This design comes from an exercise in tuning for small area, a short achievable clock period and few clock cycles on the open sky130 flow, not from production work.

## north
Design signed_binary_to_decimal_ascii_top, start of the top module:
module signed_binary_to_decimal_ascii_top #(
	parameter int VALUE_WIDTH = sbda_pkg::VALUE_WIDTH_DEF
) (
	input  logic                          clk,
	input  logic                          arst_n,
	input  logic                          value_valid,
	output logic                          value_ready,
	input  logic signed [VALUE_WIDTH-1:0] value,
	output logic                          char_valid,
	input  logic                          char_ready,
	output logic [7:0]                    character,
	output logic                          last
);
For scale: ~1100 cells after synthesis, ~110 flip-flops, ~47 I/O pins.
Settings: LEC_CHECK=0, ABC_AREA=1, CAP_MARGIN=20, CORE_MARGIN=2, CORE_UTILIZATION=40, CTS_BUF_LIST=sky130_fd_sc_hd__clkbuf_8, CTS_CLUSTER_DIAMETER=100, CTS_CLUSTER_SIZE=40, SETUP_SLACK_MARGIN=1.65, SLEW_MARGIN=20; clock period 4.0 ns.
standard.sh (not shown) runs the stock make flow with config.mk's settings and CLKGATE_MAP_FILE= SYNTH_SCRIPT=/design/flow/synth_recipe.tcl, a recipe that flattens the netlist after the stock synthesis.
==> flow/flow/run.sh <==
#!/bin/bash
# Standard layout, with the port buffers made from buf_4 cells instead of the default pick.
bash standard.sh BUFFER_PORTS_ARGS="-buffer_cell sky130_fd_sc_hd__buf_4" finish > standard.log 2>&1
north finished every step from synthesis to the final layout, and the layout passed the timing, DRC and antenna checks.
The following lists how south was set up differently from north:
diff --git a/flow/design.v b/flow/design.v
--- a/flow/design.v
+++ b/flow/design.v
@@ -33,50 +33,43 @@
 	input  logic                          dn_ready,
 	output logic                          dn_neg,
 	output logic [sbda_pkg::BW-1:0]       dn_bcd
 );
 	localparam int W  = VALUE_WIDTH;
 	localparam int NN = W / 4;
 	localparam int CW = $clog2(NN);
 	localparam int BW = sbda_pkg::BW;
 	logic          neg;
-	logic [NN-1:0] nib_z, nib_f, low_z, nz_p, nz_n, above_p, above_n;
+	logic [NN-1:0] nib_z, nib_f, low_z, nz;
 	logic [CW-1:0] k0m1;
 	logic          k0_z;
 	logic [NN-1:0] above, top_oh, sel;
 	logic [3:0]    f_nib;
 	logic          f_bo;
 	logic          f_busy;    
 	logic          f_wait;    
 	logic [CW-1:0] f_cnt;
 	assign neg = value[W-1];
 	always_comb begin
 		for (int j = 0; j < NN; j++) begin
 			nib_z[j] = (value[j*4 +: 4] == 4'h0);
 			nib_f[j] = (value[j*4 +: 4] == 4'hF);
 		end
 		low_z[0] = 1'b1;
 		for (int j = 1; j < NN; j++) low_z[j] = low_z[j-1] & nib_z[j-1];
+		for (int j = 0; j < NN; j++)
+			nz[j] = neg ? (!nib_f[j] || (!nib_z[j] && (j == 0 || nib_z[j == 0 ? 0 : j-1]))) : !nib_z[j];
+		above[NN-1] = 1'b0;
+		for (int j = NN - 2; j >= 0; j--) above[j] = above[j+1] | nz[j+1];
 		for (int j = 0; j < NN; j++) begin
-			nz_p[j] = !nib_z[j];
-			nz_n[j] = !nib_f[j] || (!nib_z[j] && (j == 0 || nib_z[j == 0 ? 0 : j-1]));
-		end
-		above_p[NN-1] = 1'b0;
-		above_n[NN-1] = 1'b0;
-		for (int j = NN - 2; j >= 0; j--) begin
-			above_p[j] = above_p[j+1] | nz_p[j+1];
-			above_n[j] = above_n[j+1] | nz_n[j+1];
-		end
-		for (int j = 0; j < NN; j++) begin
-			top_oh[j] = neg ? ((nz_n[j] || j == 0) && !above_n[j]) : ((nz_p[j] || j == 0) && !above_p[j]);
+			top_oh[j] = (nz[j] || j == 0) && !above[j];
 			sel[j]    = f_busy ? (f_cnt == CW'(j)) : top_oh[j];
 		end
-		above = neg ? above_n : above_p;
 		k0_z  = !above[0];
 		k0m1  = '0;
 		f_nib = '0;
 		f_bo  = 1'b0;
 		for (int j = 0; j < NN; j++) begin
 			if (top_oh[j]) k0m1 = k0m1 | CW'(j - 1);
 			if (sel[j]) begin
 				f_nib = f_nib | value[j*4 +: 4];
 				f_bo  = f_bo | !low_z[j];
@@ -179,19 +172,19 @@
 	output logic                    last
 );
 	localparam int ND = sbda_pkg::ND;
 	localparam int BW = sbda_pkg::BW;
 	logic          s_busy, s_neg, s_atl, s_at2;
 	logic [3:0]    s_idx;
 	logic [BW-1:0] s_bcd;
 	logic          t_v;
 	logic [3:0]    t_lo;
-	logic          o_v, o_b4, o_last;
+	logic          o_v, o_last;
 	logic [3:0]    o_lo;
 	logic          emit, emit_s, fin, early, load;
 	logic [3:0]    lead, dig;
 	logic [4*ND-1:0] bcd_ext;
 	assign emit     = (s_busy || t_v) && (!o_v || char_ready);
 	assign emit_s   = emit && !t_v;
 	assign fin      = emit_s && s_atl;
 	assign early    = emit_s && s_at2;
 	assign up_ready = !s_busy || fin || early;
@@ -213,19 +206,18 @@
 			else if (fin) s_busy <= 1'b0;
 			if (load && early) t_v <= 1'b1;
 			else if (emit) t_v <= 1'b0;
 			if (emit) o_v <= 1'b1;
 			else if (char_ready) o_v <= 1'b0;
 		end
 	end
 	always_ff @(posedge clk) begin
 		if (emit) begin
-			o_b4   <= t_v || !s_neg;
 			o_lo   <= t_v ? t_lo : (s_neg ? 4'hD : dig);
 			o_last <= t_v || s_atl;
 		end
 		if (load && early) t_lo <= s_bcd[3:0];
 		if (load) begin
 			s_neg <= up_neg;
 			s_idx <= lead;
 			s_bcd <= up_bcd;
 			s_atl <= !up_neg && (lead == 4'd0);
@@ -237,19 +229,19 @@
 				s_at2 <= (s_idx == 4'd1);
 			end else begin
 				s_idx <= s_idx - 1'b1;
 				s_atl <= (s_idx == 4'd1);
 				s_at2 <= (s_idx == 4'd2);
 			end
 		end
 	end
 	assign char_valid = o_v;
-	assign character  = {3'b001, o_b4, o_lo};
+	assign character  = {3'b001, o_lo != 4'hD, o_lo};
 	assign last       = o_last;
 endmodule
 module signed_binary_to_decimal_ascii_top #(
 	parameter int VALUE_WIDTH = sbda_pkg::VALUE_WIDTH_DEF
 ) (
 	input  logic                          clk,
 	input  logic                          arst_n,
 	input  logic                          value_valid,
 	output logic                          value_ready,
Notes after the runs:
- south | stages: all done | timing, DRC, antenna: all pass
- The non-filler instance count after layout reported for south is smaller than that of north by 36.
- From north to south the numbers moved as follows: vertical die dimension lost 0.71%, xor-xnor portion of the synthesized cell area roughly the same.
- Compared south vs north, and number of gates given a new drive strength after cts is up in south.
- Reported for north and south, buffer levels on the longest clock path turned out identical to the last digit.
- Changes observed in south relative to north: global-route usage now sits lower; number of clock-tree buffers in the layout now sits lower; worst clock skew on the final layout now sits higher.
- Tapcell count for south is lower than for north.
- Number of antenna cells inserted came out exactly the same in north and south.
- south against north.
- Of north and south, south shows the lower worst path required time, with north above it.
No run of this note included a check of the RTL's function; only the layout flow was run.

-- re-timing with driven ports --
How much do the figures lean on ideal ports? The routed layouts below were timed once more, with nothing changed but the port constraints.
Step 1 (the two cells are an assumption about what drives the block):
set clk [get_ports {clk}]
set_driving_cell -lib_cell sky130_fd_sc_hd__clkbuf_16 $clk
set_driving_cell -lib_cell sky130_fd_sc_hd__buf_2 [delete_from_list [all_inputs] $clk]
Step 2 times the ports against the registers' clock, not the clock port: input delays grow and output delays shrink by t, the midpoint of the rising clock arrivals with the driver on.
Three values: ideal, step 1, step 2; two values: the first two.
run | t, ns | setup slack, ns | worst setup path after step 2 | clock arrival spread, ns | worst slew at a driven data input, ns
north | 0.473 | 1.818 / 1.818 / 1.404 | input to register | 0.014 / 0.013 | 0.04
south | 0.409 | 1.812 / 1.819 / 1.410 | input to register | 0.016 / 0.016 | 0.04
After both steps every run listed still meets setup and hold. For north, which loses most, drivers alone change the setup slack by 0.000 ns; drivers and shift together by -0.414 ns.
